What follows belongs to an exercise in optimizing a design on an open flow for small area; a production flow would make more cautious choices. Only simulation tests tie the RTL to the original design; equivalence was not proved. No activity file was given, so power comes from the tool's default toggle rates. No driver is modelled on the clock port, so clocking that relies on it looks cheaper here than on a real chip.

## flow/design.v

```verilog
package neopixel_pkg;
  localparam int max_w = 13;
  localparam logic [1:0] reg_max_lo = 2'd0;
  localparam logic [1:0] reg_max_hi = 2'd1;
  localparam logic [1:0] reg_ctrl   = 2'd2;
  localparam logic [1:0] reg_status = 2'd3;
  typedef struct packed {
    logic [13:0] addr;
    logic [7:0]  wdata;
    logic        write;
    logic        read;
  } bus_req_t;
  typedef struct packed {
    logic buf_sel;
    logic mode32;
    logic loop;
    logic run;
    logic limit;
    logic init;
  } ctrl_t;
  typedef enum logic [1:0] {
    idle     = 2'b00,
    init_low = 2'b01,
    send     = 2'b10,
    latch    = 2'b11
  } stream_state_e;
  typedef enum logic [1:0] {
    sym_none,
    sym_byte,
    sym_reset
  } symbol_e;
endpackage
`timescale 1ns/1ps
module neopixel_bit_encoder #(
  parameter int T0H    = 20,
  parameter int T1H    = 40,
  parameter int TBIT   = 63,
  parameter int TRESET = 2500,
  localparam int CNT_MAX = (TBIT > TRESET) ? TBIT : TRESET,
  localparam int CNT_W   = $clog2(CNT_MAX + 1),
  localparam int BIT_W   = $clog2(TBIT)
) (
  input  logic       busClk,
  input  logic       rst,
  input  logic       start,       
  input  logic       load,        
  input  logic       in_reset,    
  input  logic [7:0] sym_byte,
  output logic       ready,
  output logic       dout
);
  logic             busy;
  logic [8:0]       shift_q;
  logic [CNT_W-1:0] cyc_cnt;
  logic             bit_end;
  logic             last_bit;
  logic             reset_end;
  logic [BIT_W-1:0] cyc_lo;
  assign ready  = !busy;
  assign cyc_lo = cyc_cnt[BIT_W-1:0];
  assign bit_end   = (cyc_lo & BIT_W'(TBIT - 1)) == BIT_W'(TBIT - 1);
  assign reset_end = (cyc_cnt & CNT_W'(TRESET - 1)) == CNT_W'(TRESET - 1);
  assign last_bit  = shift_q[7:0] == 8'h80;
  assign dout = busy && !in_reset &&
                (cyc_lo < (shift_q[8] ? BIT_W'(T1H) : BIT_W'(T0H)));
  always_ff @(posedge busClk) begin
    if (load) begin
      shift_q <= {sym_byte, 1'b1};
    end else if (busy && !in_reset && bit_end) begin
      shift_q <= {shift_q[7:0], 1'b0};
    end
  end
  always_ff @(posedge busClk) begin
    if (rst) begin
      busy    <= 1'b0;
      cyc_cnt <= '0;
    end else if (!busy) begin
      cyc_cnt <= '0;
      busy    <= start;
    end else if (in_reset) begin
      if (reset_end) busy <= 1'b0;
      else cyc_cnt <= cyc_cnt + 1'b1;
    end else if (bit_end) begin
      cyc_cnt <= '0;
      if (last_bit) busy <= 1'b0;
    end else begin
      cyc_cnt <= cyc_cnt + 1'b1;
    end
  end
endmodule
`timescale 1ns/1ps
module neopixel_registers #(
  parameter int BUFFER_END = 63,
  localparam int IDX_W = $clog2(BUFFER_END + 1),
  localparam int DEPTH = BUFFER_END + 1
) (
  input  logic                            busClk,
  input  logic                            rst,
  input  neopixel_pkg::bus_req_t          bus,
  output logic [7:0]                      bus_rdata,
  input  logic                            sync_start,
  input  logic [IDX_W-1:0]                rd_addr,
  output logic [7:0]                      rd_data,
  output neopixel_pkg::ctrl_t             ctrl,
  output logic [neopixel_pkg::max_w-1:0]  reg_max,
  input  neopixel_pkg::stream_state_e     state,
  input  logic                            init_done,
  input  logic                            frame_done
);
  neopixel_pkg::ctrl_t ctrl_d;
  logic                buf_wr;
  logic                reg_wr;
  logic [IDX_W-1:0]    buf_idx;
  assign buf_wr  = bus.write && !bus.addr[13];
  assign reg_wr  = bus.write && bus.addr[13];
  assign buf_idx = bus.addr[IDX_W-1:0];
  logic [7:0] bank_q [0:1];
  for (genvar b = 0; b < 2; b++) begin : g_bank
    logic [7:0]       mem_q [0:DEPTH-1];
    logic             is_sw;
    logic             wr;
    logic [IDX_W-1:0] addr;
    logic [DEPTH-1:0] rsel;
    logic [7:0]       rd_or;
    logic [7:0]       wr_data;
    assign is_sw   = (ctrl.buf_sel == 1'(b));
    assign wr      = buf_wr && is_sw;
    assign wr_data = {8{wr}} & bus.wdata;
    assign addr    = is_sw ? buf_idx : rd_addr;
    for (genvar i = 0; i < DEPTH; i++) begin : g_word
      logic       we_n;
      logic [7:0] d;
      logic [7:0] q;
      assign rsel[i] = (addr == IDX_W'(i));
      assign we_n    = !(rsel[i] && wr);
      for (genvar k = 0; k < 8; k++) begin : g_bit
        neopixel_ao22 i_hold (.a(wr_data[k]), .sa(rsel[i]), .b(q[k]), .sb(we_n), .y(d[k]));
      end
      always_ff @(posedge busClk) begin
        q <= d;
      end
      assign mem_q[i] = q;
    end
    localparam int NG = DEPTH / 3;
    for (genvar k = 0; k < 8; k++) begin : g_bit
      logic [NG:0] grp_n;
      for (genvar g = 0; g < NG; g++) begin : g_grp
        neopixel_aoi222 i_aoi (
          .a0(mem_q[3*g][k]),   .s0(rsel[3*g]),
          .a1(mem_q[3*g+1][k]), .s1(rsel[3*g+1]),
          .a2(mem_q[3*g+2][k]), .s2(rsel[3*g+2]),
          .y_n(grp_n[g])
        );
      end
      if (DEPTH % 3 == 1) begin : g_last
        assign grp_n[NG] = !(mem_q[DEPTH-1][k] && rsel[DEPTH-1]);
      end else begin : g_nolast
        assign grp_n[NG] = 1'b1;
      end
      assign rd_or[k] = !(&grp_n);
    end
    assign bank_q[b] = rd_or;
  end
  assign rd_data = ctrl.buf_sel ? bank_q[0] : bank_q[1];
  always_comb begin
    ctrl_d = ctrl;
    if (reg_wr && bus.addr[1:0] == neopixel_pkg::reg_ctrl) begin
      ctrl_d = neopixel_pkg::ctrl_t'(bus.wdata[5:0]);
    end
    if (sync_start) begin
      ctrl_d.run = 1'b1;
    end
    if (ctrl_d.init) begin
      ctrl_d      = '0;
      ctrl_d.init = 1'b1;
    end
    if (init_done) begin
      ctrl_d.init = 1'b0;
    end
    if (frame_done) begin
      ctrl_d.run = ctrl_d.loop;
    end
  end
  always_ff @(posedge busClk) begin
    if (rst) begin
      ctrl    <= '0;
      reg_max <= '0;
    end else begin
      ctrl <= ctrl_d;
      if (reg_wr && bus.addr[1:0] == neopixel_pkg::reg_max_lo) begin
        reg_max[7:0] <= bus.wdata;
      end
      if (reg_wr && bus.addr[1:0] == neopixel_pkg::reg_max_hi) begin
        reg_max[neopixel_pkg::max_w-1:8] <= bus.wdata[neopixel_pkg::max_w-9:0];
      end
    end
  end
  always_ff @(posedge busClk) begin
    if (bus.read) begin
      if (!bus.addr[13]) begin
        bus_rdata <= ctrl.buf_sel ? bank_q[1] : bank_q[0];
      end else begin
        case (bus.addr[1:0])
          neopixel_pkg::reg_max_lo: bus_rdata <= reg_max[7:0];
          neopixel_pkg::reg_max_hi: bus_rdata <= 8'(reg_max[neopixel_pkg::max_w-1:8]);
          neopixel_pkg::reg_ctrl:   bus_rdata <= 8'(ctrl);
          default:                  bus_rdata <= {7'b0, state != neopixel_pkg::idle};
        endcase
      end
    end
  end
endmodule
module neopixel_aoi222 (
  input  logic a0, s0, a1, s1, a2, s2,
  output logic y_n
);
  assign y_n = !((a0 && s0) || (a1 && s1) || (a2 && s2));
endmodule
module neopixel_ao22 (
  input  logic a,
  input  logic sa,
  input  logic b,
  input  logic sb,
  output logic y
);
  assign y = (sa && a) || (sb && b);
endmodule
`timescale 1ns/1ps
module neopixel_streamer #(
  parameter int BUFFER_END = 63,
  parameter int TRESET     = 2500,
  localparam int IDX_W = $clog2(BUFFER_END + 1)
) (
  input  logic                            busClk,
  input  logic                            rst,
  input  neopixel_pkg::ctrl_t             ctrl,
  input  logic [neopixel_pkg::max_w-1:0]  reg_max,
  output logic [IDX_W-1:0]                rd_addr,
  input  logic                            ready,
  output logic                            start,
  output logic                            load,
  output logic                            reset_sent,
  output neopixel_pkg::stream_state_e     state,
  output logic                            init_done,
  output logic                            frame_done
);
  logic skip;
  logic at_last;
  logic use_max;
  assign use_max = ctrl.limit && (reg_max[neopixel_pkg::max_w-1:IDX_W] == '0);
  assign at_last = use_max ? (rd_addr == reg_max[IDX_W-1:0]) : (&rd_addr);
  assign skip = !ctrl.mode32 && (rd_addr[1:0] == 2'b11);
  assign load  = ready && (state == neopixel_pkg::send) && !skip;
  assign start = load || (ready && state[0] && !reset_sent);
  assign init_done  = (state == neopixel_pkg::init_low) && ready && reset_sent;
  assign frame_done = (state == neopixel_pkg::latch) && ready && reset_sent;
  always_ff @(posedge busClk) begin
    if (rst) begin
      state      <= neopixel_pkg::idle;
      rd_addr    <= '0;
      reset_sent <= 1'b0;
    end else begin
      case (state)
        neopixel_pkg::idle: begin
          rd_addr <= '0;
          if (ctrl.init) begin
            state <= neopixel_pkg::init_low;
          end else if (ctrl.run) begin
            state <= neopixel_pkg::send;
          end
        end
        neopixel_pkg::send: begin
          if (skip || ready) begin
            if (at_last) begin
              state <= neopixel_pkg::latch;
            end else begin
              rd_addr <= rd_addr + 1'b1;
            end
          end
        end
        default: begin
          if (ready) begin
            if (reset_sent) begin
              reset_sent <= 1'b0;
              state      <= neopixel_pkg::idle;
            end else begin
              reset_sent <= 1'b1;
            end
          end
        end
      endcase
    end
  end
endmodule
`timescale 1ns/1ps
module neopixel_top #(
  parameter int BUFFER_END = 63,
  parameter int T0H    = 20,
  parameter int T1H    = 40,
  parameter int TBIT   = 63,
  parameter int TRESET = 2500,
  localparam int IDX_W = $clog2(BUFFER_END + 1)
) (
  input  logic                   busClk,
  input  logic                   rst,
  input  logic [13:0]            bus_addr,
  input  logic [7:0]             bus_wdata,
  input  logic                   bus_write,
  input  logic                   bus_read,
  output logic [7:0]             bus_rdata,
  input  logic                   sync_start,
  output logic                   dout
);
  neopixel_pkg::bus_req_t        bus;
  neopixel_pkg::ctrl_t           ctrl;
  logic [neopixel_pkg::max_w-1:0] reg_max;
  logic [IDX_W-1:0]              rd_addr;
  logic [7:0]                    rd_data;
  neopixel_pkg::stream_state_e   state;
  logic                          init_done;
  logic                          frame_done;
  logic                          start;
  logic                          load;
  logic                          reset_sent;
  logic                          ready;
  assign bus = {bus_addr, bus_wdata, bus_write, bus_read};
  neopixel_registers #(.BUFFER_END(BUFFER_END)) i_registers (
    .busClk, .rst, .bus, .bus_rdata, .sync_start, .rd_addr, .rd_data,
    .ctrl, .reg_max, .state, .init_done, .frame_done
  );
  neopixel_streamer #(.BUFFER_END(BUFFER_END), .TRESET(TRESET)) i_streamer (
    .busClk, .rst, .ctrl, .reg_max, .rd_addr, .ready, .start, .load,
    .reset_sent, .state, .init_done, .frame_done
  );
  neopixel_bit_encoder #(.T0H(T0H), .T1H(T1H), .TBIT(TBIT), .TRESET(TRESET)) i_encoder (
    .busClk, .rst, .start, .load, .in_reset(reset_sent), .sym_byte(rd_data),
    .ready, .dout
  );
endmodule
```

## flow/run.sh

```bash
#!/bin/bash
# synth_recipe.tcl (not shown) runs the flow's synth.tcl, then flattens the netlist and writes it again
# the make line also repeats each setting of config.mk as NAME=value (left out here)
make -C /OpenROAD-flow-scripts/flow DESIGN_CONFIG=/design/flow/config.mk WORK_HOME=/design/flow/orfs CLKGATE_MAP_FILE= SYNTH_SCRIPT=/design/flow/synth_recipe.tcl finish
```

## flow/config.mk

```make
export PLATFORM = sky130hd
export DESIGN_NAME = neopixel_top
export DESIGN_NICKNAME = neopixel_top
export VERILOG_FILES = /design/flow/design.v
export SDC_FILE = /design/flow/constraint.sdc
export NUM_CORES = 4
export LEC_CHECK = 0
export CAP_MARGIN = 20
export CORE_MARGIN = 2
export CORE_UTILIZATION = 45
export CTS_BUF_LIST = sky130_fd_sc_hd__clkbuf_8
export CTS_CLUSTER_DIAMETER = 60
export CTS_CLUSTER_SIZE = 16
export SLEW_MARGIN = 20
export SYNTH_HIERARCHICAL = 1
export SYNTH_MINIMUM_KEEP_SIZE = 0
```

## flow/constraint.sdc

```tcl
create_clock -name core_clock -period 20.0 [get_ports {busClk}]
set_input_delay 4.0000 -clock core_clock [delete_from_list [all_inputs] [get_ports {busClk}]]
set_output_delay 4.0000 -clock core_clock [all_outputs]
set_load 0.01 [all_outputs]
```

==> impl_results.md, run 1 <==
- Run status: timing/DRC/antenna clean
- Sw frac: 0.238
- Crit path max fanout: 16
- Internal: 2.93 mW
- Detailed-route vias per instance: about 7
- Setup WS pre-CTS: 10.53 ns
- Post-CTS Setup Inserts: 0
- Clock power share: 0.348
- Clock Skew: approximately 0.063 ns
- Post-CTS sizing: 0
- Commonest cells after routing, fill and taps aside: dfxtp_1, a22o_1, a222oi_1, nand2_1, nor2_1
- Wire per inst: 27.7 um
- Initial antenna violation count: 15
- Share of layout cells above drive strength 1: 0.0772
- CTS Buf Count: 87
- Pin count of the biggest net entering global routing: 74
- Synthesized area: 0.0388 mm2
- Die height: 298 um
- Die ar.: 0.0887 mm2
- Clk sink count: 1,082
- WS Path Type: in2reg
- Count of input and output buffers: 28
- Drt initial violations: 5,278
- Data arrival, critical path: 9.37 ns
- Slew @ Worst Pin: around 1.3 ns
- Worst path bufs/invs: 1
- Fin. max-slew vios: 0
- WL final: 129,000 um
- Post-Syn Area per Cell: 11.7 um2
- Hold violation count in the final report: 0
- Max cap viols: 0
- CTS Root Cell: clkbuf_8
- R2R Setup Slk: 14.17 ns
- Placed inst area: 0.0409 mm2
- Commonest non-fill, non-tap cell in the layout: dfxtp_1
- Gr usage total: 0.279
- Area grow syn2layout: 10.4%
- Vias in the first global route: 30,800
- Die width: 298 um
- Mapped Nets: roughly 3,400
- Initial DRT Pass Iterations: 10
- Post-DP HPWL: 84,000 um
- LEAKAGE: about 16 nW
- Gpl congestion: between 0.9 and 1
- Hold Path Class: reg2reg
- Reg-to-reg endpoint: i_registers.bus_rdata[6]
- Via count: ~33,000
- Fillers: approximately 7,600
- Hold_buf cts: 0
- Starting Density: 0.455
- Clock slew seen by the registers of the worst setup and hold paths: 0.10 ns
- Reg2Reg Launch Point: i_registers.ctrl[5]
- Yosys warns: 15
- Worst vdd ir: between 0.00006 and 0.00007 V
- Worst Hold Path EP: i_registers.g_bank[1].g_word[21].q[6]
- TritonCTS clock tree: yes
- Setup TNS: 0 ns
- CP max-delay cell: a2111oi_0
- Achievable frequency: 111 MHz
- R2R cell count: 9
- Final Setup Violations: 0
- I/O Pins: 36
- Gate power share: 0.050
- Sequential share of power: 0.602
- Clock insertion delay at the later pin of the skew report: 0.76 ns
- First-pass GRT wire length: 195,000 um
- Max-slew headroom: 0.132
- Mapped Cells: 3,319
- CP Cell Sequence: clkdlybuf4s50_1 > nor2b_1 > a21bo_2 > nand2_1 > nor2_1 > a222oi_1 > nand4_1 > or4_1 > a2111oi_0 > o31ai_1
- Final Cycle Share: 0.449
- DRC: 0
- Detail Route Antenna Nets: 0
- Top Family by Delay on Critical Path: compound AO/OA/AOI/OAI gates
- Hold Path Stages: 1
- Net switching power: 0.914 mW
- Max clock buf depth: 3
- Final nets: ~3,500
- CP Launch Type: input port
- Tmin final: around 9.0 ns
- CP required: between 20 and 25 ns
- Worst hold start: i_registers.g_bank[1].g_word[21].q[6]
- Core Box Area: between 0.08 and 0.09 mm2
- Worst Setup End Kind: flip-flop
- Max stage delay on crit path: 1.00 ns
- Fin worst setup slack: 11.03 ns
- Fin area: 0.0429 mm2
- Cell row count: 107
- H-Tree Level Count: 3
- RSZ-0062 raised after global routing: false
- Pwr Density: 89.7 mW/mm2
- Remaining Overflow, GRT: 0
[state kept, by name, summed over array words and instances, names as in the netlist]
signal / count
i_registers.ctrl: 6
i_encoder.shift_q: 9
i_streamer.state: 2
i_encoder.cyc_cnt: 12
i_streamer.rd_addr: 6
i_encoder.busy: 1
i_registers.reg_max: 13
i_registers.g_bank.g_word.q: 1024
i_streamer.reset_sent: 1
i_registers.bus_rdata: 8
[final cells by class]
cell class,count,area [um2],share of cell area
Sequential cell,1082,21800,0.509
Multi-Input combinational cell,2175,16900,0.393
Tap cell,1144,1430,0.0334
Clock buffer,99,1360,0.0318
Timing Repair Buffer,107,873,0.0204
Clock inverter,38,492,0.0115
Inverter,11,41.3,0.000963
Antenna cell,7,17.5,0.000408
[power groups by stage]
| stage | logic [mW] | registers [mW] | clock network (mW) |
|---|---|---|---|
| 3_3_place_gp | 0.180 | 2.36 | 0 |
| 5_1_grt | 0.205 | 2.33 | 1.45 |
| 6_report | 0.192 | 2.32 | 1.34 |
| 3_5_place_dp | 0.187 | 2.36 | 0 |
| 2_1_floorplan | 0.126 | 2.35 | 0 |
| 4_1_cts | 0.188 | 2.31 | 1.37 |
[per-layer routing]
layer | track usage | share of wire
met5 | 0 | 0.00070
met4 | 0.0945 | 0.032
met3 | 0.0586 | 0.096
met2 | 0.408 | 0.43
met1 | 0.406 | 0.44
[how the worst max path moves through the flow]
stage,from,to,slack (ns),cells after the start
floorplan,bus_addr[5],i_encoder.shift_q[6],13.05,10
global placement,bus_addr[1],i_registers.bus_rdata[7],10.59,10
detailed placement,bus_addr[1],i_registers.bus_rdata[7],10.53,10
CTS,bus_addr[1],i_registers.bus_rdata[7],11.33,10
global route,bus_addr[1],i_registers.bus_rdata[1],11.12,11
finish,bus_addr[1],i_registers.bus_rdata[1],11.03,10
[metrics by stage]
step	hold WS (ns)	utilization	std cells	total power [mW]
floorplan	0.439	-	3319	2.47
global placement	0.451	0.479	4511	2.54
detailed placement	0.452	0.479	4511	2.55
CTS	0.480	0.501	4648	3.87
global route	0.492	0.502	4659	3.98
finish	0.476	0.502	4663	3.85
==> run 2: changes to the inputs <==
--- a/flow/config.mk
+++ b/flow/config.mk
@@ -8,9 +8,9 @@
 export CAP_MARGIN = 20
 export CORE_MARGIN = 2
 export CORE_UTILIZATION = 45
-export CTS_BUF_LIST = sky130_fd_sc_hd__clkbuf_8
-export CTS_CLUSTER_DIAMETER = 60
-export CTS_CLUSTER_SIZE = 16
+export CTS_BUF_LIST = sky130_fd_sc_hd__clkbuf_16
+export CTS_CLUSTER_DIAMETER = 50
+export CTS_CLUSTER_SIZE = 30
 export SLEW_MARGIN = 20
 export SYNTH_HIERARCHICAL = 1
 export SYNTH_MINIMUM_KEEP_SIZE = 0
==> impl_results.md, run 2 <==
- Met3 global-route usage: 0.0640
- CP Cell Sequence: clkdlybuf4s50_1 > nor2b_1 > a21bo_2 > nand2_1 > nor2_1 > a222oi_1 > nand4_1 > or4_1 > a2111oi_0 > o31ai_1
- Vias in the first global route: 31,200
- Cell row count: about 110
- Count of input and output buffers: 28
- Max stage delay on crit path: 1.02 ns
- Post-CTS Setup Inserts: 0
- Largest registers: i_registers.g_bank.g_word.q x1024, i_registers.reg_max x13, i_encoder.cyc_cnt x12
- Fin. max-slew vios: 0
- Worst Setup End Kind: flip-flop
- Met1 Use GR: 0.402
- Detail Route Antenna Nets: 0
- Final nets: 3,515
- Commonest non-fill, non-tap cell in the layout: dfxtp_1
- Crit path max fanout: 16
- Run status: timing/DRC/antenna clean
- First-pass GRT wire length: 196,000 um
- Remaining Overflow, GRT: 0
- Worst path bufs/invs: 1
- Total power: 4.64 mW
- Max cap viols: 0
- CTS Buf Count: ~110
- Yosys warns: 15
- Post-Syn Area per Cell: 11.7 um2
- TritonCTS clock tree: yes
- Detailed-route vias per instance: roughly 7.0
- Die height: 298 um
- Placed inst area: 0.0409 mm2
- CTS Root Cell: clkbuf_16
- H-Tree Level Count: 3
- Gpl congestion: 0.944
- Hold Path Class: reg2reg
- Commonest cells after routing, fill and taps aside: dfxtp_1, a22o_1, a222oi_1, nand2_1, nor2_1
- Clock slew seen by the registers of the worst setup and hold paths: 0.06 ns
- Mapped Nets: 3,351
- Core Box Area: 0.0854 mm2
- Starting Density: 0.455
- DRC: 0
- Pwr Density: 104 mW/mm2
- Top Family by Delay on Critical Path: compound AO/OA/AOI/OAI gates
- Final Cycle Share: 0.452
- CP required: a little over 20 ns
- Hold violation count in the final report: 0
- Clock insertion delay at the later pin of the skew report: 0.71 ns
- Met2 Use GR: 0.410
- WL final: 129,000 um
- Wire per inst: 27.4 um
- WS Path Type: in2reg
- Synthesized area: 0.0388 mm2
- Mapped Cells: 3,319
- Slew @ Worst Pin: 1.18 ns
- CP max-delay cell: a2111oi_0
- CP Launch Type: input port
- Setup TNS: 0 ns
- Max-slew headroom: 0.191
- RSZ-0062 raised after global routing: false
- I/O Pins: 36
- Clock Skew: 0.0419 ns
- Post-CTS sizing: 0
- Gr usage total: 0.280
- Die width: 298 um
- Initial DRT Pass Iterations: 12
- Via count: between 30,000 and 40,000
- Tmin final: 9.04 ns
- Max reg flops: ~1,000
- Max clock buf depth: 3
- Die ar.: about 0.089 mm2
- Clk sink count: 1,082
- Share of layout cells above drive strength 1: 0.0923
- Drt initial violations: 5,372
- LEAKAGE: 16.6 nW
- Area grow syn2layout: 15.3%
- Achievable frequency: 111 MHz
- Hold_buf cts: 0
- Initial antenna violation count: 9
- GRT busiest layer: met2
- Pin count of the biggest net entering global routing: 74
- Final Setup Violations: 0
- Post-DP HPWL: 84,000 um
- Worst vdd ir: 0.0000820 V
- Fin area: between 0.04 and 0.05 mm2
- Data arrival, critical path: 9.36 ns
- Most flop-heavy register: i_registers.g_bank.g_word.q
## run 2: changes by cell type in the layout (fill, tap and decap cells not counted), moves of 4 or more
cell | before | now
inv_8 | 2 | 6
clkinv_8 | 1 | 8
clkinv_1 | 1 | 7
clkinv_4 | 5 | 10
inv_6 | 3 | 25
clkinvlp_4 | 3 | 14
clkinv_2 | 6 | 2
clkbuf_16 | 0 | 110
clkbuf_8 | 99 | 0
## run 2: path summary, 6_finish.rpt
kind                                                       startpoint                                    end  slack [ns]  cells after the start
worst max-delay path                                      bus_addr[1]               i_registers.bus_rdata[0]       10.96                     10
worst min-delay path            i_registers.g_bank[0].g_word[43].q[3]  i_registers.g_bank[0].g_word[43].q[3]        0.47                      1
worst max register to register                    i_registers.ctrl[5]               i_registers.bus_rdata[0]       14.22                      9
worst min register to register  i_registers.g_bank[0].g_word[43].q[3]  i_registers.g_bank[0].g_word[43].q[3]        0.47                      1
## run 2: per-stage QoR
step           hold slack [ns]  setup WS [ns]   util  instances
6_report                 0.471          10.96  0.524       4724
3_5_place_dp             0.452          10.53  0.479       4511
3_3_place_gp             0.451          10.59  0.479       4511
5_1_grt                  0.480          11.10  0.524       4719
4_1_cts                  0.474          11.26  0.523       4713
2_1_floorplan            0.439          13.05      -       3319
## run 2: area by class of cell
cell class | count | area (um2)
Timing Repair Buffer | 105 | 858
Multi-Input combinational cell | 2175 | 16900
Sequential cell | 1082 | 21800
Clock buffer | 110 | 2750
Clock inverter | 92 | 1010
Inverter | 11 | 41.3
Tap cell | 1144 | 1430
Fill cell | 7428 | 40600
Antenna cell | 5 | 12.5
## run 2: metal layers
layer	wire, um	share of wire
met1	56900	0.44
met2	55300	0.43
met3	12700	0.098
met4	4440	0.034
met5	53	0.00041
## run 2: worst reg2reg max path, stage by stage, from the launching register on
cell and delay (ns):
dfxtp_2 0.31, buf_4 0.52, nand3b_1 0.28, and2_1 0.73, nor2_1 0.49, a222oi_1 0.59, nand3_1 0.34, or4_1 0.71
a2111oi_0 1.02, o31ai_1 0.41
## run 2: power breakdown
part           switching (mW)  internal, mW
Combinational           0.107        0.0852
Sequential             0.0592          2.26
Clock                   0.966          1.16
==> run 3: changes to the inputs <==
--- a/flow/config.mk
+++ b/flow/config.mk
@@ -9,7 +9,7 @@
 export CORE_MARGIN = 2
 export CORE_UTILIZATION = 45
 export CTS_BUF_LIST = sky130_fd_sc_hd__clkbuf_16
-export CTS_CLUSTER_DIAMETER = 50
+export CTS_CLUSTER_DIAMETER = 100
 export CTS_CLUSTER_SIZE = 30
 export SLEW_MARGIN = 20
 export SYNTH_HIERARCHICAL = 1
==> impl_results.md, run 3 <==
- Remaining Overflow, GRT: 0
- I/O Pins: 36
- CTS Buf Count: 42
- Hold violation count in the final report: 0
- Mapped Nets: 3,351
- Hold Path Class: reg2reg
- Worst vdd ir: 0.0000688 V
- Pwr Density: 85.0 mW/mm2
- Placed inst area: 0.0409 mm2
- RSZ-0062 raised after global routing: false
- Crit path max fanout: 16
- Max cap viols: 0
- Data arrival, critical path: 9.44 ns
- Area grow syn2layout: 8.60%
- Post-CTS sizing: 0
- Post-CTS Setup Inserts: 0
- Tmin final: about 9 ns
- Detailed-route vias per instance: 7.07
- Post-DP HPWL: 84,000 um
- Slew @ Worst Pin: ~1.2 ns
- Achievable frequency: 109 MHz
- Worst Setup End Kind: flip-flop
- Cell row count: 107
- Mapped Cells: roughly 3,300
- Initial DRT Pass Iterations: 13
- Commonest cells after routing, fill and taps aside: dfxtp_1, a22o_1, a222oi_1, nand2_1, nor2_1
- Via count: 32,300
- Share of layout cells above drive strength 1: 0.0555
- LEAKAGE: 15.4 nW
- Max reg flops: 1,024
- Final Setup Violations: 0
- Synthesized area: 0.0388 mm2
- Core Box Area: 0.0854 mm2
- R2R Setup Slk: approximately 14 ns
- Setup WS pre-CTS: between 10 and 15 ns
- WL final: 128,000 um
- CP Launch Type: input port
- First-pass GRT wire length: 192,000 um
- Largest registers: i_registers.g_bank.g_word.q x1024, i_registers.reg_max x13, i_encoder.cyc_cnt x12
- Yosys warns: 15
- Vias in the first global route: 30,300
- Post-Syn Area per Cell: 11.7 um2
- Run status: timing/DRC/antenna clean
- Initial antenna violation count: 13
- Final nets: 3,450
- Die width: 298 um
- Clock insertion delay at the later pin of the skew report: 0.64 ns
- Clock slew seen by the registers of the worst setup and hold paths: 0.10 ns
- Commonest non-fill, non-tap cell in the layout: dfxtp_1
- Fin. max-slew vios: 0
- Count of input and output buffers: 28
- WS Path Type: in2reg
- Hold_buf cts: 0
- Starting Density: 0.455
- Fin area: ~0.042 mm2
- Drt initial violations: about 5,200
- Wire per inst: 27.9 um
- TritonCTS clock tree: yes
- Clock Skew: ~0.038 ns
- Setup TNS: 0 ns
- Detail Route Antenna Nets: 0
- Gpl congestion: 0.944
- Fin worst setup slack: 10.84 ns
- DRC: 0
- Most flop-heavy register: i_registers.g_bank.g_word.q
- Die height: 298 um
- Clk sink count: between 1,000 and 1,500
- Max-slew headroom: 0.160
- Die ar.: about 0.089 mm2
- H-Tree Level Count: 2
- CTS Root Cell: clkbuf_16
- CP required: 20.28 ns
- Gr usage total: 0.274
- Pin count of the biggest net entering global routing: 74
- Max clock buf depth: 3
- Final Cycle Share: 0.458
-- run 3: power breakdown --
part | total (mW) | switching, mW | internal [mW]
logic | 0.192 | 0.107 | 0.0852
clock network | 1.08 | 0.669 | 0.409
registers | 2.32 | 0.0591 | 2.26
-- run 3: layout make-up --
type	instances	area (um2)
antenna	3	7.51
clock buffer	43	1080
clock inverter	8	80.1
fill	7643	43200
inverter	11	41.3
multi-input combinational	2175	16900
sequential	1082	21800
tap	1144	1430
timing repair buffer	106	866
-- run 3: path summary, 6_finish.rpt --
kind                                    startpoint                                    end  cells after the start
max                                    bus_addr[1]               i_registers.bus_rdata[6]                     10
min          i_registers.g_bank[0].g_word[25].q[0]  i_registers.g_bank[0].g_word[25].q[0]                      1
min reg2reg  i_registers.g_bank[0].g_word[25].q[0]  i_registers.g_bank[0].g_word[25].q[0]                      1
max reg2reg                    i_registers.ctrl[5]               i_registers.bus_rdata[6]                      9
-- run 3: through the flow --
step           power [mW]  utilization  hold WS [ns]  cells
2_1_floorplan        2.47            -         0.439   3319
3_3_place_gp         2.54        0.479         0.451   4511
3_5_place_dp         2.55        0.479         0.452   4511
4_1_cts              3.60        0.493         0.485   4562
5_1_grt              3.70        0.494         0.493   4569
6_report             3.59        0.494         0.480   4572
-- run 3: metal layers --
metal / GRT usage / vias to the layer above / wire length, um
met1: 0.402 / 16200 / 56200
met5: 0 / - / 100
met3: 0.0517 / 237 / 12300
li1: - / 14200 / -
met2: 0.409 / 1681 / 55300
met4: 0.0793 / 14 / 3690
-- run 3: worst max-delay path, cell delays in order --
cell and delay (ns):
clkdlybuf4s50_1 0.80, nor2b_1 0.40, a21bo_2 0.32, nand2_1 0.44
nor2_1 0.39, a222oi_1 0.58, nand3_1 0.29, or4_1 0.71
a2111oi_0 1.09, o31ai_1 0.39
==> run 4: changes to the inputs <==
--- a/flow/design.v
+++ b/flow/design.v
@@ -36,9 +36,9 @@
   parameter int T1H    = 40,
   parameter int TBIT   = 63,
   parameter int TRESET = 2500,
-  localparam int CNT_MAX = (TBIT > TRESET) ? TBIT : TRESET,
-  localparam int CNT_W   = $clog2(CNT_MAX + 1),
-  localparam int BIT_W   = $clog2(TBIT)
+  localparam int BIT_W     = $clog2(TBIT),
+  localparam int RST_CELLS = TRESET / TBIT,
+  localparam int RST_REM   = TRESET % TBIT
 ) (
   input  logic       busClk,
   input  logic       rst,
@@ -49,25 +49,35 @@
   output logic       ready,
   output logic       dout
 );
+  localparam logic [8:0] LFSR_SEED = 9'h1ff;
+  function automatic logic [8:0] lfsr_step(input logic [8:0] s);
+    lfsr_step = {s[7:0], s[8] ^ s[4]};
+  endfunction
+  function automatic logic [8:0] lfsr_after(input int n);
+    logic [8:0] s;
+    s = LFSR_SEED;
+    for (int i = 0; i < n; i++) s = lfsr_step(s);
+    lfsr_after = s;
+  endfunction
+  localparam logic [8:0] LFSR_END = lfsr_after(RST_CELLS);
   logic             busy;
   logic [8:0]       shift_q;
-  logic [CNT_W-1:0] cyc_cnt;
+  logic [BIT_W-1:0] cyc_cnt;
   logic             bit_end;
   logic             last_bit;
   logic             reset_end;
-  logic [BIT_W-1:0] cyc_lo;
-  assign ready  = !busy;
-  assign cyc_lo = cyc_cnt[BIT_W-1:0];
-  assign bit_end   = (cyc_lo & BIT_W'(TBIT - 1)) == BIT_W'(TBIT - 1);
-  assign reset_end = (cyc_cnt & CNT_W'(TRESET - 1)) == CNT_W'(TRESET - 1);
+  assign ready = !busy;
+  assign bit_end   = (cyc_cnt & BIT_W'(TBIT - 1)) == BIT_W'(TBIT - 1);
+  assign reset_end = (shift_q == LFSR_END) &&
+                     ((cyc_cnt & BIT_W'(RST_REM - 1)) == BIT_W'(RST_REM - 1));
   assign last_bit  = shift_q[7:0] == 8'h80;
   assign dout = busy && !in_reset &&
-                (cyc_lo < (shift_q[8] ? BIT_W'(T1H) : BIT_W'(T0H)));
+                (cyc_cnt < (shift_q[8] ? BIT_W'(T1H) : BIT_W'(T0H)));
   always_ff @(posedge busClk) begin
-    if (load) begin
-      shift_q <= {sym_byte, 1'b1};
-    end else if (busy && !in_reset && bit_end) begin
-      shift_q <= {shift_q[7:0], 1'b0};
+    if (!busy) begin
+      shift_q <= load ? {sym_byte, 1'b1} : LFSR_SEED;
+    end else if (bit_end) begin
+      shift_q <= in_reset ? lfsr_step(shift_q) : {shift_q[7:0], 1'b0};
     end
   end
   always_ff @(posedge busClk) begin
@@ -77,14 +87,9 @@
     end else if (!busy) begin
       cyc_cnt <= '0;
       busy    <= start;
-    end else if (in_reset) begin
-      if (reset_end) busy <= 1'b0;
-      else cyc_cnt <= cyc_cnt + 1'b1;
-    end else if (bit_end) begin
-      cyc_cnt <= '0;
-      if (last_bit) busy <= 1'b0;
     end else begin
-      cyc_cnt <= cyc_cnt + 1'b1;
+      cyc_cnt <= bit_end ? '0 : cyc_cnt + 1'b1;
+      if (in_reset ? reset_end : (bit_end && last_bit)) busy <= 1'b0;
     end
   end
 endmodule
==> flow/flow/run.sh (new file) <==
#!/bin/bash
# Own layout flow: the standard flow (standard synthesis, floorplan,
# placement, routing) with two changes passed to ORFS through its own
# variables:
#  - CTS without dummy loads, clustering flip-flops 30 to a clkbuf_16
#  - the port buffers that global placement adds are buf_1 cells
# Every tool's output goes to standard.log here; ORFS keeps its per-step
# logs under orfs/logs.
set -euo pipefail
export CTS_ARGS="-sink_clustering_enable -repair_clock_nets -buf_list sky130_fd_sc_hd__clkbuf_16 -sink_clustering_size 30 -sink_clustering_max_diameter 100 -dont_use_dummy_load"
export BUFFER_PORTS_ARGS="-buffer_cell sky130_fd_sc_hd__buf_1"
bash standard.sh > standard.log 2>&1
==> flow/standard.sh (new file) <==
#!/bin/bash
# synth_recipe.tcl (not shown) runs the flow's synth.tcl, then flattens the netlist and writes it again
# the make line also repeats each setting of config.mk as NAME=value (left out here)
make -C /OpenROAD-flow-scripts/flow DESIGN_CONFIG=/design/flow/config.mk WORK_HOME=/design/flow/orfs CLKGATE_MAP_FILE= SYNTH_SCRIPT=/design/flow/synth_recipe.tcl "${@:-finish}"
--- a/flow/config.mk
+++ b/flow/config.mk
@@ -11,6 +11,7 @@
 export CTS_BUF_LIST = sky130_fd_sc_hd__clkbuf_16
 export CTS_CLUSTER_DIAMETER = 100
 export CTS_CLUSTER_SIZE = 30
+export PLACE_DENSITY = 0.75
 export SLEW_MARGIN = 20
 export SYNTH_HIERARCHICAL = 1
 export SYNTH_MINIMUM_KEEP_SIZE = 0
removed: flow/run.sh
==> impl_results.md, run 4 <==
- I/O Pins: 36
- Pin count of the biggest net entering global routing: 73
- Max reg flops: between 1,000 and 1,500
- Cell row count: 107
- Yosys warns: 15
- Core Box Area: ~0.085 mm2
- Post-DP HPWL: 73,000 um
- Setup TNS: 0 ns
- Vias in the first global route: 28,400
- Clk sink count: 1,076
- Crit path max fanout: 16
- Max-slew headroom: 0.268
- Register area: 0.0217 mm2
- Fillers: 7,642
- Pwr Density: approximately 85 mW/mm2
- Area grow syn2layout: 7.76%
- Count of input and output buffers: 28
- Post-CTS Setup Inserts: 0
- Hold Path Class: reg2reg
- Mapped Nets: 3,315
- Initial antenna violation count: 14
- Met2 Use GR: 0.370
- Final Setup Violations: 0
- Most flop-heavy register: i_registers.g_bank.g_word.q
- DRC: 0
- Wire per inst: 25.8 um
- Hold_buf cts: 0
- CTS Buf Count: 43
- Fin. max-slew vios: 0
- Max clock buf depth: 3
- Via count: 31,300
- Total power: 3.53 mW
- Clock slew seen by the registers of the worst setup and hold paths: 0.11 ns
- Post-CTS sizing: 0
- Detailed-route vias per instance: around 6.9
- First-pass GRT wire length: ~180,000 um
- CP required: slightly above 20 ns
- Worst vdd ir: 0.0000784 V
- TritonCTS clock tree: yes
- Area of the multi-input gates: 0.0166 mm2
- Gpl congestion: 0.929
- Drt initial violations: 4,919
- Mapped Cells: 3,283
- Achievable frequency: 115 MHz
- Worst Setup End Kind: flip-flop
- Largest registers: i_registers.g_bank.g_word.q x1024, i_registers.reg_max x13, i_encoder.shift_q x9
- Met3 global-route usage: 0.0590
- Clock Skew: 0.0643 ns
- Tmin final: 8.73 ns
- Run status: timing/DRC/antenna clean
- Max cap viols: 0
- Final Cycle Share: 0.436
- Data arrival, critical path: about 9 ns
- Slew @ Worst Pin: 1.09 ns
- Die ar.: around 0.088 mm2
- GRT busiest layer: met2
- Starting Density: 0.453
- CP Launch Type: input port
- Synthesized area: 0.0385 mm2
- Final nets: between 3,000 and 4,000
- CTS Root Cell: clkbuf_16
- Remaining Overflow, GRT: 0
- Gr usage total: 0.255
- Initial DRT Pass Iterations: 10
- H-Tree Level Count: 2
- RSZ-0062 raised after global routing: false
- Commonest cells after routing, fill and taps aside: dfxtp_1, a22o_1, a222oi_1, nand2_1, nor2_1
- Commonest non-fill, non-tap cell in the layout: dfxtp_1
- Die height: 297 um
- Detail Route Antenna Nets: 0
- WS Path Type: in2reg
- Post-Syn Area per Cell: 11.7 um2
- Share of layout cells above drive strength 1: 0.0460
- Met1 Use GR: 0.364
- Clock insertion delay at the later pin of the skew report: approximately 0.65 ns
- Hold violation count in the final report: 0
- Die width: 297 um
- WL final: 117,000 um
- LEAKAGE: 15.1 nW
run 4: power breakdown:
group	total, mW	switching (mW)	internal [mW]
clock network	1.03	0.644	0.389
logic	0.185	0.103	0.0821
registers	2.31	0.0613	2.25
run 4: layout make-up:
| type | instances | area share |
|---|---|---|
| flip-flops and latches | 1076 | 0.523 |
| multi-input cells | 2144 | 0.400 |
| well taps | 1144 | 0.0345 |
| clock buffers | 43 | 0.0259 |
| repair buffers | 93 | 0.0143 |
| inverters | 13 | 0.00118 |
| diodes | 7 | 0.000422 |
run 4: worst max-delay path: stages:
cell       delay (ns)
buf_1            0.76
nor2_1           0.32
a21o_1           0.31
nand2_1          0.41
nor2_1           0.37
a222oi_1         0.51
nand3_1          0.33
or4_1            0.69
a2111oi_0        0.90
nor2_1           0.19
nor3b_1          0.24
a21oi_1          0.07
run 4: metrics by stage:
step	setup slack (ns)	cell area, um2	hold WS, ns	util	std cells
floorplan	13.06	38500	0.430	-	3283
global placement	11.08	40300	0.446	0.475	4468
detailed placement	11.00	40300	0.452	0.475	4468
CTS	11.66	41400	0.469	0.487	4511
global route	11.26	41500	0.478	0.488	4516
finish	11.27	41500	0.467	0.488	4520
run 4: path summary, 6_finish.rpt:
check                                                      startpoint                                     to  slack, ns  cells past startpoint
worst min-delay path            i_registers.g_bank[0].g_word[57].q[0]  i_registers.g_bank[0].g_word[57].q[0]       0.47                      1
worst max register to register                    i_registers.ctrl[5]                   i_encoder.shift_q[1]      14.45                     11
worst max-delay path                                      bus_addr[1]                   i_encoder.shift_q[1]      11.27                     12
worst min register to register  i_registers.g_bank[0].g_word[57].q[0]  i_registers.g_bank[0].g_word[57].q[0]       0.47                      1
run 4: layer usage:
layer / part of all wire / routed length, um
met1: 0.42 / 49400
met2: 0.42 / 49400
met3: 0.11 / 12900
met4: 0.042 / 4850
met5: 0.0012 / 137
==> run 5: changes to the inputs <==
--- a/flow/config.mk
+++ b/flow/config.mk
@@ -11,7 +11,6 @@
 export CTS_BUF_LIST = sky130_fd_sc_hd__clkbuf_16
 export CTS_CLUSTER_DIAMETER = 100
 export CTS_CLUSTER_SIZE = 30
-export PLACE_DENSITY = 0.75
 export SLEW_MARGIN = 20
 export SYNTH_HIERARCHICAL = 1
 export SYNTH_MINIMUM_KEEP_SIZE = 0
==> impl_results.md, run 5 <==
- Clock power share: 0.292
- Area grow syn2layout: 8.02%
- Initial antenna violation count: 6
- R2R cell count: 11
- Net switching power: 0.812 mW
- DRC: 0
- Gate power share: 0.053
- Setup TNS: 0 ns
- Tmin final: a little under 9 ns
- Initial DRT Pass Iterations: 14
- WL final: around 120,000 um
- Synthesized area: between 0.03 and 0.04 mm2
- Pwr Density: ~85 mW/mm2
- Worst vdd ir: 0.0000561 V
- Worst hold start: i_encoder.cyc_cnt[0]
- Reg-to-reg endpoint: i_encoder.shift_q[3]
- Clk sink count: 1,076
- Post-CTS sizing: 0
- First-pass GRT wire length: between 150,000 and 200,000 um
- Hold_buf cts: 0
- Share of layout cells above drive strength 1: 0.0535
- Hold Path Class: reg2reg
- CP required: approximately 20 ns
- Area of the multi-input gates: 0.0166 mm2
- Fin worst setup slack: 11.34 ns
- Post-Syn Area per Cell: 11.7 um2
- Fillers: 7,493
- TritonCTS clock tree: yes
- Achievable frequency: ~120 MHz
- Cell row count: 107
- Via count: 31,600
- CP endpoint: i_encoder.shift_q[3]
- Sw frac: 0.230
- Final Cycle Share: 0.433
- Die height: 297 um
- Commonest non-fill, non-tap cell in the layout: dfxtp_1
- WS Path Type: in2reg
- RSZ-0062 raised after global routing: false
- Placed cell count: 4,478
- Reg2Reg Launch Point: i_registers.ctrl[5]
- Clock insertion delay at the later pin of the skew report: 0.64 ns
- CP Launch Type: input port
- Final Setup Violations: 0
- Run status: timing/DRC/antenna clean
- Gr usage total: 0.269
- Commonest cells after routing, fill and taps aside: dfxtp_1, a22o_1, a222oi_1, nand2_1, nor2_1
- Wire per inst: approximately 27 um
- Sequential share of power: 0.655
- Setup WS pre-CTS: 10.84 ns
- Starting Density: 0.453
- Hold violation count in the final report: 0
- Mapped Nets: 3,315
- Final cell count without fillers: 4,528
- Remaining Overflow, GRT: 0
- Die width: 297 um
- Die ar.: 0.0879 mm2
- CTS Root Cell: clkbuf_16
- Count of input and output buffers: 28
- Post-CTS Setup Inserts: 0
- Max clock buf depth: 3
- Drt initial violations: 5,499
- Core Box Area: between 0.08 and 0.09 mm2
- Internal: 2.71 mW
- Fin. max-slew vios: 0
- Pin count of the biggest net entering global routing: 74
- Critical Path Source: bus_addr[1]
- Max-slew headroom: 0.193
- Largest registers: i_registers.g_bank.g_word.q x1024, i_registers.reg_max x13, i_encoder.shift_q x9
- Final Util: 0.489
- I/O Pins: 36
- CTS Buf Count: 42
- LEAKAGE: about 15 nW
- Register area: 0.0217 mm2
- Worst Setup End Kind: flip-flop
- Detailed-route vias per instance: 6.97
- H-Tree Level Count: 2
- Data arrival, critical path: 9.05 ns
- R2R Setup Slk: around 14 ns
- Clock Skew: 0.0405 ns
- Max cap viols: 0
- Detail Route Antenna Nets: 0
- Clock slew seen by the registers of the worst setup and hold paths: 0.11 ns
- Total power: ~3.5 mW
- Slew @ Worst Pin: 1.20 ns
- Crit path max fanout: 16
- Gpl congestion: 0.894
- Post-DP HPWL: slightly above 80,000 um
- Vias in the first global route: 29,400
- Final nets: 3,418
- Antenna diodes: 0
- Max reg flops: between 1,000 and 1,500
- Yosys warns: 15
- Most flop-heavy register: i_registers.g_bank.g_word.q
- Mapped Cells: about 3,300
[run 5: critical path, cell delays in order]
cell	delay, ns
buf_1	0.65
nor2b_1	0.40
a21bo_2	0.35
nand2_1	0.33
nor2_1	0.34
a222oi_1	0.56
nand4_1	0.44
or4_1	0.64
a2111oi_0	0.90
nor2_1	0.19
o22a_1	0.22
[run 5: layout make-up]
cell class	count	share of cell area
clock buffers	42	0.0253
inverters	13	0.00117
multi-input cells	2144	0.400
flip-flops and latches	1076	0.522
well taps	1144	0.0344
repair buffers	109	0.0171
[run 5: per-stage QoR]
stage | cell area, um2 | hold WS [ns]
after floorplan | 38500 | 0.430
after global placement | 40400 | 0.451
after detailed placement | 40400 | 0.453
after CTS | 41500 | 0.475
after global routing | 41600 | 0.488
final | 41600 | 0.474
[run 5: how the worst min path moves through the flow]
stage	end	slack, ns	cells past startpoint
2_1_floorplan	i_encoder.cyc_cnt[0]	0.43	1
3_3_place_gp	i_registers.g_bank[1].g_word[3].q[0]	0.45	1
3_5_place_dp	i_registers.g_bank[1].g_word[15].q[0]	0.45	1
4_1_cts	i_registers.g_bank[1].g_word[3].q[3]	0.48	1
5_1_grt	i_registers.g_bank[1].g_word[5].q[5]	0.49	1
6_report	i_encoder.cyc_cnt[0]	0.47	1
[run 5: power by group through the flow]
stage / clock (mW) / sequential [mW] / combinational, mW
finish: 1.03 / 2.31 / 0.186
global route: 1.12 / 2.32 / 0.201
CTS: 1.05 / 2.31 / 0.183
detailed placement: 0 / 2.36 / 0.182
global placement: 0 / 2.35 / 0.176
floorplan: 0 / 2.34 / 0.130
[run 5: routing by layer]
layer | track usage | vias up | routed length, um
li1 | - | 14100 | -
met1 | 0.409 | 15800 | 57200
met2 | 0.391 | 1534 | 51600
met3 | 0.0484 | 182 | 11300
met4 | 0.0657 | 6 | 2880
met5 | 0.00333 | - | 68
==> run 6: changes to the inputs <==
--- a/flow/design.v
+++ b/flow/design.v
@@ -24,11 +24,6 @@
     send     = 2'b10,
     latch    = 2'b11
   } stream_state_e;
-  typedef enum logic [1:0] {
-    sym_none,
-    sym_byte,
-    sym_reset
-  } symbol_e;
 endpackage
 `timescale 1ns/1ps
 module neopixel_bit_encoder #(
@@ -128,16 +123,22 @@
     logic [DEPTH-1:0] rsel;
     logic [7:0]       rd_or;
     logic [7:0]       wr_data;
+    logic [7:0]       hi_n;
+    logic [7:0]       lo_n;
     assign is_sw   = (ctrl.buf_sel == 1'(b));
     assign wr      = buf_wr && is_sw;
     assign wr_data = {8{wr}} & bus.wdata;
     assign addr    = is_sw ? buf_idx : rd_addr;
+    for (genvar j = 0; j < 8; j++) begin : g_pre
+      assign hi_n[j] = (addr[5:3] != 3'(j));
+      assign lo_n[j] = (addr[2:0] != 3'(j));
+    end
     for (genvar i = 0; i < DEPTH; i++) begin : g_word
       logic       we_n;
       logic [7:0] d;
       logic [7:0] q;
-      assign rsel[i] = (addr == IDX_W'(i));
-      assign we_n    = !(rsel[i] && wr);
+      neopixel_nor2  i_rsel (.a(hi_n[i/8]), .b(lo_n[i%8]), .y(rsel[i]));
+      neopixel_nand2 i_we   (.a(rsel[i]), .b(wr), .y(we_n));
       for (genvar k = 0; k < 8; k++) begin : g_bit
         neopixel_ao22 i_hold (.a(wr_data[k]), .sa(rsel[i]), .b(q[k]), .sb(we_n), .y(d[k]));
       end
@@ -157,12 +158,8 @@
           .y_n(grp_n[g])
         );
       end
-      if (DEPTH % 3 == 1) begin : g_last
-        assign grp_n[NG] = !(mem_q[DEPTH-1][k] && rsel[DEPTH-1]);
-      end else begin : g_nolast
-        assign grp_n[NG] = 1'b1;
-      end
-      assign rd_or[k] = !(&grp_n);
+      assign grp_n[NG] = !(mem_q[DEPTH-1][k] && rsel[DEPTH-1]);
+      neopixel_nand22 i_or (.a_n(grp_n), .y(rd_or[k]));
     end
     assign bank_q[b] = rd_or;
   end
@@ -230,6 +227,26 @@
 );
   assign y = (sa && a) || (sb && b);
 endmodule
+module neopixel_nand22 (
+  input  logic [21:0] a_n,
+  output logic        y
+);
+  assign y = !(&a_n);
+endmodule
+module neopixel_nor2 (
+  input  logic a,
+  input  logic b,
+  output logic y
+);
+  assign y = !(a || b);
+endmodule
+module neopixel_nand2 (
+  input  logic a,
+  input  logic b,
+  output logic y
+);
+  assign y = !(a && b);
+endmodule
 `timescale 1ns/1ps
 module neopixel_streamer #(
   parameter int BUFFER_END = 63,
--- a/flow/config.mk
+++ b/flow/config.mk
@@ -11,6 +11,7 @@
 export CTS_BUF_LIST = sky130_fd_sc_hd__clkbuf_16
 export CTS_CLUSTER_DIAMETER = 100
 export CTS_CLUSTER_SIZE = 30
+export PLACE_DENSITY = 0.75
 export SLEW_MARGIN = 20
 export SYNTH_HIERARCHICAL = 1
 export SYNTH_MINIMUM_KEEP_SIZE = 0
==> impl_results.md, run 6 <==
- R2R Setup Slk: 14.92 ns
- Max clock buf depth: 3
- Clock power share: 0.286
- Detail Route Antenna Nets: 0
- Fillers: between 7,000 and 8,000
- CTS Root Cell: clkbuf_16
- Hold violation count in the final report: 0
- CP Cell Sequence: buf_1 > buf_4 > mux2_2 > nand2_1 > nor2_1 > a222oi_1 > nand4_1 > nor4_1 > nand4_1 > nor2b_1 > a211oi_1 > a21oi_1
- Vias in the first global route: 26,800
- Largest registers: i_registers.g_bank.g_word.q x1024, i_registers.reg_max x13, i_encoder.shift_q x9
- Met3 global-route usage: 0.0387
- H-Tree Level Count: 2
- Internal: 2.73 mW
- Post-DP HPWL: roughly 63,000 um
- R2R cell count: 11
- Top Family by Delay on Critical Path: simple AND/OR/NAND/NOR gates
- Mapped Cells: between 3,000 and 4,000
- Achievable frequency: ~130 MHz
- Die ar.: 0.0867 mm2
- I/O Pins: 36
- CP max-delay cell: a222oi_1
- Area grow syn2layout: 8.03%
- Worst Hold Path EP: i_registers.g_bank[0].g_word[4].q[6]
- Cell row count: 106
- Tmin final: 7.77 ns
- DRC: 0
- TritonCTS clock tree: yes
- Mapped Nets: approximately 3,200
- Core Box Area: 0.0836 mm2
- GRT busiest layer: met1
- Initial antenna violation count: 5
- Hold Path Stages: 1
- Post-CTS sizing: 0
- Final Cycle Share: 0.389
- Initial DRT Pass Iterations: 12
- Max-slew headroom: 0.238
- Fin. max-slew vios: 0
- RSZ-0062 raised after global routing: false
- Drt initial violations: 4,467
- CP Launch Type: input port
- Placed inst area: roughly 0.04 mm2
- Gr usage total: 0.230
- Hold Path Class: reg2reg
- CP dominant cell by count: nand4_1
- LEAKAGE: between 10 and 15 nW
- Pwr Density: 86.3 mW/mm2
- Clock insertion delay at the later pin of the skew report: 0.64 ns
- Clk sink count: around 1,100
- Post-Syn Area per Cell: 12.0 um2
- Fin area: 0.0410 mm2
- First-pass GRT wire length: 160,000 um
- Gate power share: 0.057
- Commonest non-fill, non-tap cell in the layout: dfxtp_1
- Met1 Use GR: 0.345
- Count of input and output buffers: 28
- Die height: 294 um
- Via count: 29,800
- Reg-to-reg endpoint: i_registers.bus_rdata[2]
- Clock Skew: 0.0473 ns
- Final nets: 3,311
- Net switching power: 0.812 mW
- Commonest cells after routing, fill and taps aside: dfxtp_1, a22o_1, a222oi_1, nand2_1, nor2_1
- Yosys warns: 15
- WL final: 105,000 um
- Die width: 294 um
- Worst hold start: i_registers.g_bank[0].g_word[4].q[6]
- Worst Setup End Kind: flip-flop
- Max cap viols: 0
- Max stage delay on crit path: around 0.7 ns
- Met2 Use GR: 0.338
- Hold_buf cts: 0
- Detailed-route vias per instance: 6.84
- Reg2Reg Launch Point: i_registers.ctrl[5]
- WS Path Type: in2reg
- CTS Buf Count: 41
- Worst vdd ir: approximately 0.00006 V
- Gpl congestion: 0.840
- Starting Density: 0.454
- Wire per inst: 24.0 um
- Pin count of the biggest net entering global routing: 73
- Final Setup Violations: 0
- Most flop-heavy register: i_registers.g_bank.g_word.q
- Clock slew seen by the registers of the worst setup and hold paths: ~0.11 ns
- Data arrival, critical path: 8.06 ns
- Remaining Overflow, GRT: 0
- Post-CTS Setup Inserts: 0
- Synthesized area: ~0.038 mm2
- Worst path bufs/invs: 2
- Sequential share of power: 0.657
- Total power: 3.54 mW
- Max reg flops: 1,024
- Sw frac: 0.229
- Run status: timing/DRC/antenna clean
- Crit path max fanout: 17
- Slew @ Worst Pin: about 1.1 ns
- CP required: about 20 ns
- Share of layout cells above drive strength 1: 0.0558
- Setup TNS: 0 ns
[run 6: worst max-delay path by stage]
stage	slack, ns	depth (start not counted)	to	from
floorplan	10.51	4	i_registers.g_bank[0].g_word[0].q[0]	bus_addr[13]
global placement	11.72	12	i_registers.bus_rdata[2]	bus_addr[0]
detailed placement	11.78	13	i_registers.bus_rdata[4]	bus_addr[1]
CTS	12.34	12	i_registers.bus_rdata[2]	bus_addr[0]
global route	12.14	13	i_registers.bus_rdata[2]	bus_addr[1]
finish	12.23	12	i_registers.bus_rdata[2]	bus_addr[0]
[run 6: routing by layer]
metal / wire length [um] / vias up / share of wire
li1: - / 13700 / -
met2: 45000 / 1277 / 0.43
met3: 9140 / 161 / 0.087
met4: 2640 / 8 / 0.025
met1: 47800 / 14700 / 0.46
met5: 47 / - / 0.00045
[run 6: final cells by class]
type	count	area (um2)	share of cell area
tap	1080	1350	0.0330
timing repair buffer	106	691	0.0168
clock buffer	41	1030	0.0250
sequential	1076	21700	0.530
inverter	14	52.6	0.00128
multi-input combinational	2040	16200	0.394
antenna	2	5.00	0.000122
[run 6: per-stage QoR]
step	cells	util	setup slack, ns	hold WS [ns]
4_1_cts	4351	0.490	12.34	0.484
5_1_grt	4358	0.491	12.14	0.493
6_report	4359	0.491	12.23	0.480
3_3_place_gp	4310	0.477	11.72	0.451
2_1_floorplan	3152	-	10.51	0.430
3_5_place_dp	4310	0.477	11.78	0.452
[run 6: power groups by stage]
stage / Combinational, mW / Clock (mW) / Sequential [mW]
after floorplan: 0.143 / 0 / 2.35
after global placement: 0.191 / 0 / 2.37
after CTS: 0.198 / 1.02 / 2.32
after global routing: 0.218 / 1.09 / 2.34
after detailed placement: 0.198 / 0 / 2.37
final: 0.201 / 1.01 / 2.33
[run 6: worst register-to-register path: cells and delay by family, from the launching register on]
family	cells	cell delay, ns
buffers and inverters	1	0.48
muxes	1	0.48
AOI/OAI and AO/OA	3	1.06
DFF	1	0.33
and+or+nand+nor	6	2.41
==> run 7: changes to the inputs <==
==> flow/run.sh (new file) <==
#!/bin/bash
# synth_recipe.tcl (not shown) runs the flow's synth.tcl, then flattens the netlist and writes it again
# the make line also repeats each setting of config.mk as NAME=value (left out here)
make -C /OpenROAD-flow-scripts/flow DESIGN_CONFIG=/design/flow/config.mk WORK_HOME=/design/flow/orfs CLKGATE_MAP_FILE= SYNTH_SCRIPT=/design/flow/synth_recipe.tcl finish
removed: flow/flow/run.sh
removed: flow/standard.sh
==> impl_results.md, run 7 <==
- DRC: 0
- Commonest cells after routing, fill and taps aside: dfxtp_1, a22o_1, a222oi_1, nand2_1, nor2_1
- Setup TNS: 0 ns
- Detailed-route vias per instance: 6.85
- Starting Density: 0.454
- Pin count of the biggest net entering global routing: 73
- Clk sink count: 1,076
- CP max-delay cell: clkdlybuf4s50_1
- Max clock buf depth: 3
- Hold violation count in the final report: 0
- Cell row count: 106
- Data arrival, critical path: slightly below 9 ns
- H-Tree Level Count: 2
- Count of input and output buffers: 28
- Die ar.: just under 0.09 mm2
- Gpl congestion: 0.845
- R2R cell count: 11
- Wire per inst: 24.1 um
- Die height: 294 um
- Max reg flops: roughly 1,000
- Fin area: 0.0412 mm2
- Yosys warns: 15
- Mapped Nets: between 3,000 and 4,000
- Clock insertion delay at the later pin of the skew report: 0.63 ns
- Clock slew seen by the registers of the worst setup and hold paths: 0.11 ns
- Reg-to-reg endpoint: i_registers.bus_rdata[4]
- Clock power share: 0.288
- Initial antenna violation count: 2
- Most flop-heavy register: i_registers.g_bank.g_word.q
- Worst path bufs/invs: 1
- Die width: between 200 and 300 um
- Fin. max-slew vios: 0
- Final nets: approximately 3,300
- Worst Hold Path EP: i_registers.g_bank[1].g_word[22].q[7]
- Synthesized area: 0.0380 mm2
- Remaining Overflow, GRT: 0
- Worst vdd ir: 0.0000541 V
- Via count: 29,900
- R2R Setup Slk: 14.90 ns
- Pwr Density: 86.3 mW/mm2
- TritonCTS clock tree: yes
- Hold_buf cts: 0
- I/O Pins: 36
- Post-DP HPWL: 63,000 um
- CTS Buf Count: 41
- Gate power share: 0.058
- Share of layout cells above drive strength 1: 0.0562
- LEAKAGE: approximately 15 nW
- Mapped Cells: 3,152
- Sw frac: 0.228
- Vias in the first global route: about 27,000
- First-pass GRT wire length: 160,000 um
- Clock Skew: 0.0393 ns
- CP Cell Sequence: clkdlybuf4s50_1 > mux2i_1 > nand2_1 > nor2_1 > a222oi_1 > nand4_1 > nor4_1 > nand4_1 > nor2b_1 > a211oi_1 > a21oi_1
- Area grow syn2layout: 8.53%
- Gr usage total: 0.230
- Worst Setup End Kind: flip-flop
- Hold Path Stages: 1
- Max cap viols: 0
- Total power: 3.56 mW
- Final Cycle Share: 0.426
- Tmin final: between 8 and 9 ns
- Run status: timing/DRC/antenna clean
- CP Launch Type: input port
- Drt initial violations: ~4,700
- Achievable frequency: roughly 120 MHz
- Internal: 2.75 mW
- WL final: 105,000 um
- Final Setup Violations: 0
- WS Path Type: in2reg
- Net switching power: 0.810 mW
- Commonest non-fill, non-tap cell in the layout: dfxtp_1
- Post-CTS Setup Inserts: 0
- Max-slew headroom: 0.253
- Post-CTS sizing: 0
- Worst hold start: i_registers.g_bank[1].g_word[22].q[7]
- Max stage delay on crit path: 0.96 ns
- Slew @ Worst Pin: 1.12 ns
- Detail Route Antenna Nets: 0
- Sequential share of power: 0.654
- Largest registers: i_registers.g_bank.g_word.q x1024, i_registers.reg_max x13, i_encoder.shift_q x9
- Top Family by Delay on Critical Path: simple AND/OR/NAND/NOR gates
- Hold Path Class: reg2reg
- Initial DRT Pass Iterations: 10
- CP required: 20.32 ns
- Reg2Reg Launch Point: i_registers.ctrl[5]
- RSZ-0062 raised after global routing: false
- Post-Syn Area per Cell: 12.0 um2
- Core Box Area: 0.0836 mm2
- CP dominant cell by count: nand4_1
- Placed inst area: around 0.04 mm2
- CTS Root Cell: clkbuf_16
- Crit path max fanout: 17
==> run 7: metal layers <==
metal	share of wire	track usage
met5	0.00012	0
met4	0.019	0.0488
met3	0.086	0.0315
met2	0.44	0.342
met1	0.46	0.352
==> run 7: cell type report <==
| class | instances | area, um2 |
|---|---|---|
| tap | 1080 | 1350 |
| sequential | 1076 | 21700 |
| multi-input combinational | 2040 | 16200 |
| fill | 7378 | 42400 |
| timing repair buffer | 98 | 806 |
| inverter | 14 | 52.6 |
| clock buffer | 41 | 1030 |
| clock inverter | 7 | 62.6 |
| antenna | 1 | 2.50 |
==> run 7: through the flow <==
stage | util | hold WS, ns | setup slack (ns) | instances
after global placement | 0.479 | 0.449 | 11.10 | 4302
final | 0.493 | 0.481 | 11.47 | 4357
after global routing | 0.493 | 0.492 | 11.46 | 4356
after CTS | 0.492 | 0.484 | 11.73 | 4350
after detailed placement | 0.479 | 0.452 | 11.00 | 4302
after floorplan | - | 0.430 | 10.51 | 3152
==> run 7: how the worst max path moves through the flow <==
stage,start,end,slack [ns],cells after the start
finish,bus_addr[0],i_registers.bus_rdata[4],11.47,11
global route,bus_addr[0],i_registers.bus_rdata[4],11.46,11
CTS,bus_addr[1],i_registers.bus_rdata[4],11.73,12
detailed placement,bus_addr[0],i_registers.bus_rdata[4],11.00,11
global placement,bus_addr[1],i_encoder.shift_q[1],11.10,12
floorplan,bus_addr[13],i_registers.g_bank[0].g_word[0].q[0],10.51,4
==> run 7: power groups by stage <==
| stage | registers [mW] | clock network [mW] | logic [mW] |
|---|---|---|---|
| 3_5_place_dp | 2.37 | 0 | 0.201 |
| 5_1_grt | 2.34 | 1.11 | 0.221 |
| 6_report | 2.33 | 1.03 | 0.205 |
| 4_1_cts | 2.32 | 1.04 | 0.202 |
| 3_3_place_gp | 2.37 | 0 | 0.194 |
| 2_1_floorplan | 2.35 | 0 | 0.143 |
==> run 8: changes to the inputs <==
--- a/flow/config.mk
+++ b/flow/config.mk
@@ -11,7 +11,6 @@
 export CTS_BUF_LIST = sky130_fd_sc_hd__clkbuf_16
 export CTS_CLUSTER_DIAMETER = 100
 export CTS_CLUSTER_SIZE = 30
-export PLACE_DENSITY = 0.75
 export SLEW_MARGIN = 20
 export SYNTH_HIERARCHICAL = 1
 export SYNTH_MINIMUM_KEEP_SIZE = 0
==> impl_results.md, run 8 <==
- Clock slew seen by the registers of the worst setup and hold paths: 0.11 ns
- Mapped Cells: between 3,000 and 4,000
- Most flop-heavy register: i_registers.g_bank.g_word.q
- Gpl congestion: 0.833
- Commonest non-fill, non-tap cell in the layout: dfxtp_1
- Post-CTS Setup Inserts: 0
- Max-slew headroom: 0.243
- WL final: 114,000 um
- Setup WS pre-CTS: 10.42 ns
- Post-CTS sizing: 0
- H-Tree Level Count: 2
- Via count: 30,500
- I/O Pins: 36
- Drt initial violations: 4,561
- Core Box Area: 0.0836 mm2
- Worst Setup End Kind: flip-flop
- Fin area: 0.0414 mm2
- Count of input and output buffers: 28
- WS Path Type: in2reg
- Placed cell count: about 4,300
- Die height: 294 um
- Initial antenna violation count: 7
- Max reg flops: 1,024
- Vias in the first global route: 28,500
- Yosys warns: 15
- Remaining Overflow, GRT: 0
- Hold_buf cts: 0
- DRC: 0
- CTS Buf Count: 42
- Hold Path Class: reg2reg
- Cell row count: 106
- Hold Slack: approximately 0.48 ns
- Fin worst setup slack: 11.05 ns
- Slew @ Worst Pin: 1.13 ns
- Pin count of the biggest net entering global routing: 70
- Clk sink count: 1,076
- Initial DRT Pass Iterations: 13
- LEAKAGE: 15.1 nW
- Mapped Nets: 3,184
- CP Launch Type: input port
- Max cap viols: 0
- Die width: 294 um
- Final Setup Violations: 0
- First-pass GRT wire length: 173,000 um
- Data arrival, critical path: roughly 9.2 ns
- Gr usage total: 0.251
- Worst vdd ir: 0.0000671 V
- Achievable frequency: 112 MHz
- Commonest cells after routing, fill and taps aside: dfxtp_1, a22o_1, a222oi_1, nand2_1, nor2_1
- Max clock buf depth: 3
- Post-DP HPWL: about 73,000 um
- TritonCTS clock tree: yes
- Final Util: 0.496
- Final Cycle Share: 0.447
- Pwr Density: 86.8 mW/mm2
- Fin. max-slew vios: 0
- Clock insertion delay at the later pin of the skew report: 0.63 ns
- Clock Skew: 0.0328 ns
- Starting Density: 0.454
- CP required: 20.28 ns
- Die ar.: between 0.08 and 0.09 mm2
- Share of layout cells above drive strength 1: 0.0639
- Wire per inst: 26.1 um
- Tmin final: just under 9 ns
- CTS Root Cell: clkbuf_16
- Setup TNS: 0 ns
- Synthesized area: 0.0380 mm2
- RSZ-0062 raised after global routing: false
- Detail Route Antenna Nets: 0
- Placed inst area: 0.0401 mm2
- Area grow syn2layout: 9.16%
- Final nets: 3,326
- Detailed-route vias per instance: 6.96
- Largest registers: i_registers.g_bank.g_word.q x1024, i_registers.reg_max x13, i_encoder.shift_q x9
- Total power: 3.60 mW
- Post-Syn Area per Cell: between 10 and 15 um2
- Run status: timing/DRC/antenna clean
- Final cell count without fillers: about 4,400
- Hold violation count in the final report: 0
- Crit path max fanout: 17
[run 8: worst paths after layout]
check / from / to / slack, ns / cells past startpoint
setup / recovery: bus_addr[0] / i_registers.bus_rdata[4] / 11.05 / 11
hold / removal: i_registers.g_bank[0].g_word[19].q[7] / i_registers.g_bank[0].g_word[19].q[7] / 0.48 / 1
setup reg to reg: i_registers.ctrl[5] / i_registers.bus_rdata[4] / 14.53 / 10
hold reg to reg: i_registers.g_bank[0].g_word[19].q[7] / i_registers.g_bank[0].g_word[19].q[7] / 0.48 / 1
[run 8: layout make-up]
class                      count  area [um2]
antenna                        2        5.00
clock buffer                  43        1080
clock inverter                 8        73.8
fill                        7303       42100
inverter                      14        52.6
multi-input combinational   2040       16200
sequential                  1076       21700
tap                         1080        1350
timing repair buffer         120         971
[run 8: layer usage]
metal / routed length (um) / GRT usage
met3: 8080 / 0.0326
met2: 51200 / 0.390
met4: 3320 / 0.0793
met1: 51800 / 0.362
met5: 54 / 0
[run 8: worst max-delay path: stages]
cell and delay [ns]:
clkdlybuf4s50_1 0.93, mux2i_1 0.28, nand2_1 0.73, nor2_1 0.48
a222oi_1 0.59, nand4_1 0.29, nor4_1 0.89, nand4_1 0.33
nor2b_1 0.23, a211oi_1 0.25, a21oi_1 0.20
[run 8: where the power goes]
part | total (mW) | internal (mW) | leakage (nW) | switching [mW]
clock network | 1.06 | 0.397 | 0.579 | 0.662
registers | 2.33 | 2.26 | 8.75 | 0.0666
logic | 0.211 | 0.0975 | 5.79 | 0.114

==> port drivers added, routing unchanged <==
The flow's constraints put no driver on any port. The routed layouts listed below were extracted and timed again, unchanged, in two steps.
Step 1, drivers: a clkbuf_16 drives busClk and a buf_2 each remaining input, both assumed.
Step 2 times the ports against the registers' clock, not the clock port: input delays grow and output delays shrink by t, the midpoint of the rising clock arrivals with the driver on.
Three values: no drivers, after step 1, after step 2; two values: the first two.
run | t (ns) | setup slack, ns | worst setup path after step 2
run 1 | 0.789 | 11.028 / 11.007 / 10.217 | input to register
run 2 | 0.754 | 10.955 / 10.941 / 10.187 | input to register
run 3 | 0.693 | 10.840 / 10.834 / 10.141 | input to register
run 4 | 0.680 | 11.271 / 11.257 / 10.577 | input to register
run 5 | 0.679 | 11.341 / 11.370 / 10.691 | input to register
run 6 | 0.674 | 12.230 / 12.272 / 11.598 | input to register
run 7 | 0.676 | 11.474 / 11.508 / 10.832 | input to register
run 8 | 0.684 | 11.053 / 11.035 / 10.351 | input to register
After both steps setup and hold are still met in every run listed. The setup slack of run 1, which loses most, moves by -0.021 ns with the drivers and by -0.811 ns with both steps.
